Context: an optimization exercise on an open-source flow, tuned for small area, a short achievable clock period and few clock cycles per item. The choices shown serve that exercise and are no tape-out recipe.
The RTL was checked by simulation tests, not by an equivalence proof against the original design.
Power and IR drop assume default switching activity.

==> flow/design.v <==
package lsfws_pkg;
    localparam int WINDOW_SIZE = 5;
    localparam int MID_INDEX   = WINDOW_SIZE / 2;
    localparam int FILL_W      = $clog2(WINDOW_SIZE + 1);
    localparam int POS_W       = 32;
    localparam int SCORE_W     = 17;
    localparam int QUEUE_DEPTH = 2;
    localparam int QPTR_W      = (QUEUE_DEPTH > 1) ? $clog2(QUEUE_DEPTH) : 1;
    localparam int QCNT_W      = $clog2(QUEUE_DEPTH + 1);
    localparam int PADDR_W     = 3;
    localparam int PDATA_W     = 32;
    localparam logic [SCORE_W-1:0] THRESHOLD_RESET = 17'd64881;
    localparam logic FUNC_INSERT = 1'b0;
    localparam logic FUNC_FLUSH  = 1'b1;
    localparam logic [PADDR_W-3:0] REG_SCORE_THRESHOLD = '0;
    typedef logic [POS_W-1:0]   pos_t;
    typedef logic [SCORE_W-1:0] score_t;
    typedef struct packed {
        logic   func;
        pos_t   position;
        score_t score;
    } item_t;
    typedef struct packed {
        pos_t kept_position;
        logic last;
    } result_t;
    typedef struct packed {
        pos_t [WINDOW_SIZE-1:0] positions;
        logic [WINDOW_SIZE-1:0] mask;
    } job_t;
endpackage
module low_score_flank_window_selector
(
    input  logic               clk,
    input  logic               rst_n,
    input  logic               psel,
    input  logic               penable,
    input  logic               pwrite,
    input  logic [lsfws_pkg::PADDR_W-1:0] paddr,
    input  logic [lsfws_pkg::PDATA_W-1:0] pwdata,
    output logic [lsfws_pkg::PDATA_W-1:0] prdata,
    output logic               pready,
    input  logic               item_valid,
    output logic               item_stall,
    input  lsfws_pkg::item_t              item,
    output logic               result_valid,
    input  logic               result_stall,
    output lsfws_pkg::result_t            result
);
    localparam int SLOTS   = lsfws_pkg::WINDOW_SIZE;
    localparam int SCORE_W = lsfws_pkg::SCORE_W;
    localparam int POS_W   = lsfws_pkg::POS_W;
    localparam int PDATA_W = lsfws_pkg::PDATA_W;
    lsfws_pkg::score_t           threshold_reg;
    logic [SLOTS-1:0][POS_W-1:0] pos_reg;
    logic [SLOTS-1:0]            pend_reg;
    logic [SLOTS-1:0]            last_reg;
    logic [2:0]                  unkept_reg;      
    lsfws_pkg::score_t           s1_reg;          
    lsfws_pkg::score_t           s2_reg;          
    lsfws_pkg::score_t           m_reg;           
    logic [2:0]                  fill_reg;
    logic                        stall_reg;
    logic                        out_valid_reg;
    lsfws_pkg::result_t          out_reg;
    function automatic logic lt(input logic [SCORE_W-1:0] a, input logic [SCORE_W-1:0] b);
        logic [31:0] l;
        logic [31:0] e;
        l = '0;
        e = '1;
        for (int i = 0; i < SCORE_W; i++)
        begin
            l[i] = ~a[i] & b[i];
            e[i] = ~(a[i] ^ b[i]);
        end
        for (int w = 1; w < 32; w = w * 2)
            for (int i = 0; i + w < 32; i = i + 2 * w)
            begin
                l[i] = l[i+w] | (e[i+w] & l[i]);
                e[i] = e[i+w] & e[i];
            end
        lt = l[0];
    endfunction
    assign pready = 1'b1;
    always_ff @(posedge clk or negedge rst_n)
    begin
        if (!rst_n)
            threshold_reg <= lsfws_pkg::THRESHOLD_RESET;
        else if (psel && penable && pwrite && !paddr[2])
            threshold_reg <= pwdata[SCORE_W-1:0];
    end
    assign prdata = paddr[2] ? '0 : PDATA_W'(threshold_reg);
    logic             accept;
    logic             insert;
    logic             flush;
    logic             full;
    logic             b1;
    logic             b2;
    logic             bm;
    logic             low;
    logic [2:0]       unkept_sh;   
    logic [SLOTS-1:0] newp;        
    assign item_stall = stall_reg && result_stall;
    assign accept     = item_valid && !item_stall;
    assign insert     = accept && !item.func;
    assign flush      = accept && item.func;
    assign full       = (fill_reg == 3'd5);
    assign b1 = lt(s1_reg, threshold_reg);
    assign b2 = lt(s2_reg, threshold_reg);
    assign bm = lt(m_reg, threshold_reg);
    always_comb
    begin
        if (item.func)
        begin
            unkept_sh = unkept_reg;
            if (full)
                low = b1 | b2;                           
            else
                low = (b1 && fill_reg >= 3'd1)
                    | (b2 && fill_reg >= 3'd2)
                    | (bm && fill_reg >= 3'd3);          
        end
        else
        begin
            unkept_sh = (unkept_reg == 3'd5) ? 3'd5 : unkept_reg + 3'd1;
            if (full)
                low = b2;                                
            else if (fill_reg == 3'd4)
                low = bm | b2;                           
            else
                low = 1'b0;
        end
        for (int i = 0; i < SLOTS; i++)
            newp[i] = low && (3'(i) < unkept_sh);
    end
    logic [SLOTS-1:0] pick;        
    logic             load_out;
    logic [POS_W-1:0] pick_pos;
    logic             pick_last;
    always_comb
    begin
        pick = '0;
        for (int i = 0; i < SLOTS; i++)
            if (pend_reg[i])
            begin
                pick    = '0;
                pick[i] = 1'b1;
            end
        pick_pos  = '0;
        pick_last = 1'b0;
        for (int i = 0; i < SLOTS; i++)
        begin
            pick_pos  = pick_pos | (pick[i] ? pos_reg[i] : '0);
            pick_last = pick_last | (pick[i] & last_reg[i]);
        end
    end
    assign load_out = (|pend_reg) && (!out_valid_reg || !result_stall);
    logic [SLOTS-1:0] pend_left;
    logic [SLOTS-1:0] pend_next;
    logic             out_valid_next;
    assign pend_left = load_out ? (pend_reg & ~pick) : pend_reg;
    always_comb
    begin
        if (insert)
            pend_next = {pend_left[SLOTS-2:0], 1'b0} | newp;
        else if (flush)
            pend_next = pend_left | newp;
        else
            pend_next = pend_left;
        out_valid_next = load_out || (out_valid_reg && result_stall);
    end
    always_ff @(posedge clk or negedge rst_n)
    begin
        if (!rst_n)
        begin
            pend_reg      <= '0;
            unkept_reg    <= '0;
            fill_reg      <= '0;
            stall_reg     <= 1'b0;
            out_valid_reg <= 1'b0;
        end
        else
        begin
            pend_reg <= pend_next;
            if (flush || (insert && low))
                unkept_reg <= '0;
            else if (insert)
                unkept_reg <= unkept_sh;
            if (insert && !full)
                fill_reg <= fill_reg + 3'd1;
            else if (flush)
                fill_reg <= '0;
            stall_reg     <= pend_next[SLOTS-1] && out_valid_next;
            out_valid_reg <= out_valid_next;
        end
    end
    always_ff @(posedge clk)
    begin
        if (insert)
        begin
            pos_reg  <= {pos_reg[SLOTS-2:0], item.position};
            last_reg <= {last_reg[SLOTS-2:0], low};
            s1_reg   <= item.score;
            s2_reg   <= s1_reg;
            if (fill_reg == 3'd2 || lt(s2_reg, m_reg))
                m_reg <= s2_reg;
        end
        else if (flush)
            last_reg[0] <= last_reg[0] | newp[0];
        if (load_out)
            out_reg <= {pick_pos, pick_last};
    end
    assign result_valid = out_valid_reg;
    assign result       = out_reg;
endmodule
==> flow/config.mk <==
export PLATFORM = sky130hd
export DESIGN_NAME = low_score_flank_window_selector
export DESIGN_NICKNAME = low_score_flank_window_selector
export VERILOG_FILES = /design/flow/design.v
export SDC_FILE = /design/flow/constraint.sdc
export NUM_CORES = 4
export LEC_CHECK = 0
export CAP_MARGIN = 20
export CORE_MARGIN = 2
export CORE_UTILIZATION = 40
export CTS_BUF_LIST = sky130_fd_sc_hd__clkbuf_16
export CTS_CLUSTER_DIAMETER = 60
export CTS_CLUSTER_SIZE = 30
export SETUP_SLACK_MARGIN = 2.8
export SLEW_MARGIN = 20
==> flow/constraint.sdc <==
create_clock -name core_clock -period 5.5 [get_ports {clk}]
set_input_delay 1.1000 -clock core_clock [delete_from_list [all_inputs] [get_ports {clk}]]
set_output_delay 1.1000 -clock core_clock [all_outputs]
set_load 0.01 [all_outputs]
standard.sh (not shown) runs the stock make flow with config.mk's settings and CLKGATE_MAP_FILE= SYNTH_SCRIPT=/design/flow/synth_recipe.tcl, a recipe that flattens the netlist after the stock synthesis.
==> flow/flow/run.sh <==
#!/bin/bash
# The standard layout, with plain buf_2 cells as the port buffers (the
# standard flow picks a delay cell for them). Every tool's output goes to
# flow.log here and ORFS's own logs under orfs/logs.
set -euo pipefail
bash standard.sh "BUFFER_PORTS_ARGS=-buffer_cell sky130_fd_sc_hd__buf_2" finish > flow.log 2>&1
Testbench counts at the start, summed over its fixed seeds: cycles 14,112, items 12,000.
Next try:
- CORE_UTILIZATION: 40 -> 60
- CTS_BUF_LIST: sky130_fd_sc_hd__clkbuf_16 -> sky130_fd_sc_hd__clkbuf_8
- CTS_CLUSTER_SIZE: 30 -> 16
- SETUP_SLACK_MARGIN: 2.8 -> 2.6
After rerunning:
- The changed run passed the timing, design-rule and antenna checks
- cell area went down by 4.3%
- critical path depth stays the same
- total power decreases by 11%
- global-route usage rose by 6.8 points
- first-iteration DRC count increases by 28%
- non-clock buffer count drops by 4
- hold slack gets better by 0.018 ns
Next try:
- CTS_CLUSTER_SIZE: 16 -> 20
- SETUP_SLACK_MARGIN: 2.6 -> 2.8
After rerunning: Core utilization stays flat; global-route usage is about the same; clock power goes down by about 4%; cell area hardly moves; via count hardly moves.
Next try:
- CORE_UTILIZATION: 60 -> 40
- CTS_CLUSTER_DIAMETER: 60 -> 40
- CTS_CLUSTER_SIZE: 20 -> 16
Result: Setup slack loses 0.030 ns; wire length rises by 3.4%; fmax decreases by 1.1%; clock power increases by 71%.

---

Starts from the design.v that is shown in full above.
==> flow/config.mk <==
export PLATFORM = sky130hd
export DESIGN_NAME = low_score_flank_window_selector
export DESIGN_NICKNAME = low_score_flank_window_selector
export VERILOG_FILES = /design/flow/design.v
export SDC_FILE = /design/flow/constraint.sdc
export NUM_CORES = 4
export LEC_CHECK = 0
export CAP_MARGIN = 20
export CORE_MARGIN = 2
export CORE_UTILIZATION = 40
export CTS_BUF_LIST = sky130_fd_sc_hd__clkbuf_8
export CTS_CLUSTER_DIAMETER = 60
export CTS_CLUSTER_SIZE = 30
export SETUP_SLACK_MARGIN = 2.8
export SLEW_MARGIN = 20
==> flow/constraint.sdc <==
create_clock -name core_clock -period 5.5 [get_ports {clk}]
set_input_delay 1.1000 -clock core_clock [delete_from_list [all_inputs] [get_ports {clk}]]
set_output_delay 1.1000 -clock core_clock [all_outputs]
set_load 0.01 [all_outputs]
Scripts as last shown in full above: flow/flow/run.sh
The starting point completed with no timing, DRC or antenna violations.
Testbench counts at the start, summed over its fixed seeds: cycles 14,112, items 12,000.
Then changed:
--- a/flow/config.mk
+++ b/flow/config.mk
@@ -9,7 +9,7 @@
 export CORE_MARGIN = 2
-export CORE_UTILIZATION = 40
+export CORE_UTILIZATION = 60
 export CTS_BUF_LIST = sky130_fd_sc_hd__clkbuf_8
 export CTS_CLUSTER_DIAMETER = 60
-export CTS_CLUSTER_SIZE = 30
-export SETUP_SLACK_MARGIN = 2.8
+export CTS_CLUSTER_SIZE = 16
+export SETUP_SLACK_MARGIN = 3.0
 export SLEW_MARGIN = 20
Result:
- The new run went through all stages and came out clean
- sequential share of layout area drops by 1.1 points
- wire length climbs by 5.4%
- setup slack improved by 0.11 ns
- synthesized area stays the same
Then changed:
--- a/flow/config.mk
+++ b/flow/config.mk
@@ -9,7 +9,7 @@
 export CORE_MARGIN = 2
-export CORE_UTILIZATION = 60
+export CORE_UTILIZATION = 40
 export CTS_BUF_LIST = sky130_fd_sc_hd__clkbuf_8
-export CTS_CLUSTER_DIAMETER = 60
-export CTS_CLUSTER_SIZE = 16
-export SETUP_SLACK_MARGIN = 3.0
+export CTS_CLUSTER_DIAMETER = 40
+export CTS_CLUSTER_SIZE = 12
+export SETUP_SLACK_MARGIN = 2.8
 export SLEW_MARGIN = 20
The changed run ran to the end with no violations.
Power grows by roughly a tenth.
First-iteration DRC count shrinks by about a fifth.
Final area climbs slightly.
Sequential power hardly moves.
Via count decreases by a few percent.
Global-route usage shrinks by 7.8 points.
Register-to-register slack loses 0.14 ns.
Clock power rose by well over a third.
Die area rose by well over a third.
Then changed:
--- a/flow/config.mk
+++ b/flow/config.mk
@@ -11,4 +11,4 @@
 export CTS_BUF_LIST = sky130_fd_sc_hd__clkbuf_8
-export CTS_CLUSTER_DIAMETER = 40
-export CTS_CLUSTER_SIZE = 12
+export CTS_CLUSTER_DIAMETER = 60
+export CTS_CLUSTER_SIZE = 24
 export SETUP_SLACK_MARGIN = 2.8
Outcome:
- worst hold slack stays flat
- count of clock-buffer cells in the layout is lower by 15
- core utilization goes down by 1.1 points
- design area went down by 2.2%
- wire length is lower by 2.4%
Then changed:
--- a/flow/config.mk
+++ b/flow/config.mk
@@ -10,5 +10,4 @@
 export CORE_UTILIZATION = 40
-export CTS_BUF_LIST = sky130_fd_sc_hd__clkbuf_8
-export CTS_CLUSTER_DIAMETER = 60
-export CTS_CLUSTER_SIZE = 24
+export CTS_BUF_LIST = sky130_fd_sc_hd__clkbuf_4
+export CTS_CLUSTER_SIZE = 16
 export SETUP_SLACK_MARGIN = 2.8
The new run passed the timing, design-rule and antenna checks.
Wire length rises by 4.1%.
Register-to-register slack is about the same.
Power goes up by 10%.
Cell area goes up by 3.4%.
Count of clock-buffer cells in the layout went up by 88.
Non-clock buffer count climbs by 7.
Fmax barely changes.
Area after synthesis does not change.
Critical path depth is unchanged.
Then changed:
--- a/flow/config.mk
+++ b/flow/config.mk
@@ -9,4 +9,5 @@
 export CORE_MARGIN = 2
-export CORE_UTILIZATION = 40
-export CTS_BUF_LIST = sky130_fd_sc_hd__clkbuf_4
+export CORE_UTILIZATION = 60
+export CTS_BUF_LIST = sky130_fd_sc_hd__clkbuf_8
+export CTS_CLUSTER_DIAMETER = 60
 export CTS_CLUSTER_SIZE = 16
What happened:
- The new run produced a clean layout
- hold slack gains 0.037 ns
- count of clock-buffer cells in the layout falls by 90
- combinational power stays flat
- cell count goes down by about a fifth

---

// low_score_flank_window_selector: RTL as listed in full above, without the edits since
clock: 5.5 ns
lec_check: 0
cap_margin: 20
core_margin: 2
core_utilization: 40
cts_buf_list: sky130_fd_sc_hd__clkbuf_8 sky130_fd_sc_hd__clkbuf_16
cts_cluster_diameter: 50
cts_cluster_size: 16
setup_slack_margin: 2.8
slew_margin: 20
Scripts as last shown in full above: flow/flow/run.sh
The first run produced a clean layout.
Testbench counts at the start, summed over its fixed seeds: cycles 14,112, items 12,000.
==> next run, changes <==
--- a/flow/config.mk
+++ b/flow/config.mk
@@ -10,5 +10,5 @@
 export CORE_UTILIZATION = 40
-export CTS_BUF_LIST = sky130_fd_sc_hd__clkbuf_8 sky130_fd_sc_hd__clkbuf_16
-export CTS_CLUSTER_DIAMETER = 50
-export CTS_CLUSTER_SIZE = 16
+export CTS_BUF_LIST = sky130_fd_sc_hd__clkbuf_8
+export CTS_CLUSTER_DIAMETER = 60
+export CTS_CLUSTER_SIZE = 20
 export SETUP_SLACK_MARGIN = 2.8
=> Area after synthesis does not change. Total power decreases by roughly a tenth. Via count went down slightly. Final cell count falls slightly. Cell area falls by a few percent. Maximum frequency grows slightly. First-iteration DRC count climbs by about a fifth. Sequential power hardly moves. Wire length shrinks slightly. Global-route usage falls by 0.15 points. Die area does not change.
==> next run, changes <==
--- a/flow/config.mk
+++ b/flow/config.mk
@@ -10,6 +10,5 @@
 export CORE_UTILIZATION = 40
-export CTS_BUF_LIST = sky130_fd_sc_hd__clkbuf_8
-export CTS_CLUSTER_DIAMETER = 60
-export CTS_CLUSTER_SIZE = 20
-export SETUP_SLACK_MARGIN = 2.8
+export CTS_BUF_LIST = sky130_fd_sc_hd__clkbuf_4
+export CTS_CLUSTER_SIZE = 16
+export SETUP_SLACK_MARGIN = 3.2
 export SLEW_MARGIN = 20
The changed run went through all stages and came out clean.
Die area stays the same.
Final cell count came out higher by 9.6%.
Maximum frequency came out higher by 3.9%.
Synthesized cell count is unchanged.
Global-route usage increases by 1.7 points.
Power goes up by 16%.
Area after synthesis is unchanged.
Clock-buffer cell count rose by 87.
Hold slack got worse by 0.021 ns.
Clock power climbs by 44%.
Core utilization goes up by 4.6 points.
==> next run, changes <==
--- a/flow/config.mk
+++ b/flow/config.mk
@@ -7,2 +7,3 @@
 export LEC_CHECK = 0
+export ABC_AREA = 1
 export CAP_MARGIN = 20
@@ -12,3 +13,3 @@
 export CTS_CLUSTER_SIZE = 16
-export SETUP_SLACK_MARGIN = 3.2
+export SETUP_SLACK_MARGIN = 2.8
 export SLEW_MARGIN = 20
=> The changed run went through all stages and came out clean. Worst setup slack loses 0.085 ns. Sequential power rises by about 2%. Non-clock buffer count falls by 25. Wire length falls by about 3%.

## static timing again, ports no longer ideal
The results above use ideal ports. As a check the final layouts listed here were re-extracted and re-timed, cells and wires unchanged.
Step 1 sets driving cells, clkbuf_16 on the clock port and buf_2 on the other inputs (assumed; they add their load-dependent delay and slew).
Step 2 times the ports against the registers' clock, not the clock port: input delays grow and output delays shrink by t, the midpoint of the rising clock arrivals with the driver on.
a / b / c = ideal / step 1 / step 2; a / b = the first two.
| run | t, ns | setup WS [ns] | worst register clock-pin slew, ns |
|---|---|---|---|
| the first run of note 1 | 0.571 | 2.817 / 2.796 / 2.439 | 0.09 / 0.09 |
| the second run of note 1 | 0.599 | 2.705 / 2.682 / 2.313 | 0.10 / 0.10 |
| the third run of note 1 | 0.593 | 2.850 / 2.824 / 2.364 | 0.12 / 0.12 |
| the fourth run of note 1 | 0.585 | 2.820 / 2.799 / 2.334 | 0.08 / 0.08 |
| the first run of note 2 | 0.597 | 2.832 / 2.807 / 2.348 | 0.12 / 0.12 |
| the second run of note 2 | 0.581 | 2.938 / 2.678 / 2.565 | 0.10 / 0.10 |
| the third run of note 2 | 0.579 | 2.822 / 2.801 / 2.345 | 0.08 / 0.08 |
| the fourth run of note 2 | 0.597 | 2.832 / 2.807 / 2.348 | 0.12 / 0.12 |
| the fifth run of note 2 | 0.680 | 2.832 / 2.806 / 2.229 | 0.07 / 0.07 |
| the sixth run of note 2 | 0.600 | 2.875 / 2.818 / 2.343 | 0.10 / 0.10 |
| the first run of note 3 | 0.599 | 2.821 / 2.800 / 2.336 | 0.07 / 0.07 |
| the second run of note 3 | 0.592 | 2.835 / 2.814 / 2.345 | 0.12 / 0.12 |
| the third run of note 3 | 0.700 | 2.935 / 2.715 / 2.552 | 0.07 / 0.07 |
| the fourth run of note 3 | 0.701 | 2.850 / 2.822 / 2.521 | 0.07 / 0.07 |
After both steps setup and hold are still met in every run listed. For the fifth run of note 2, which loses most, drivers alone change the setup slack by -0.026 ns; drivers and shift together by -0.603 ns.
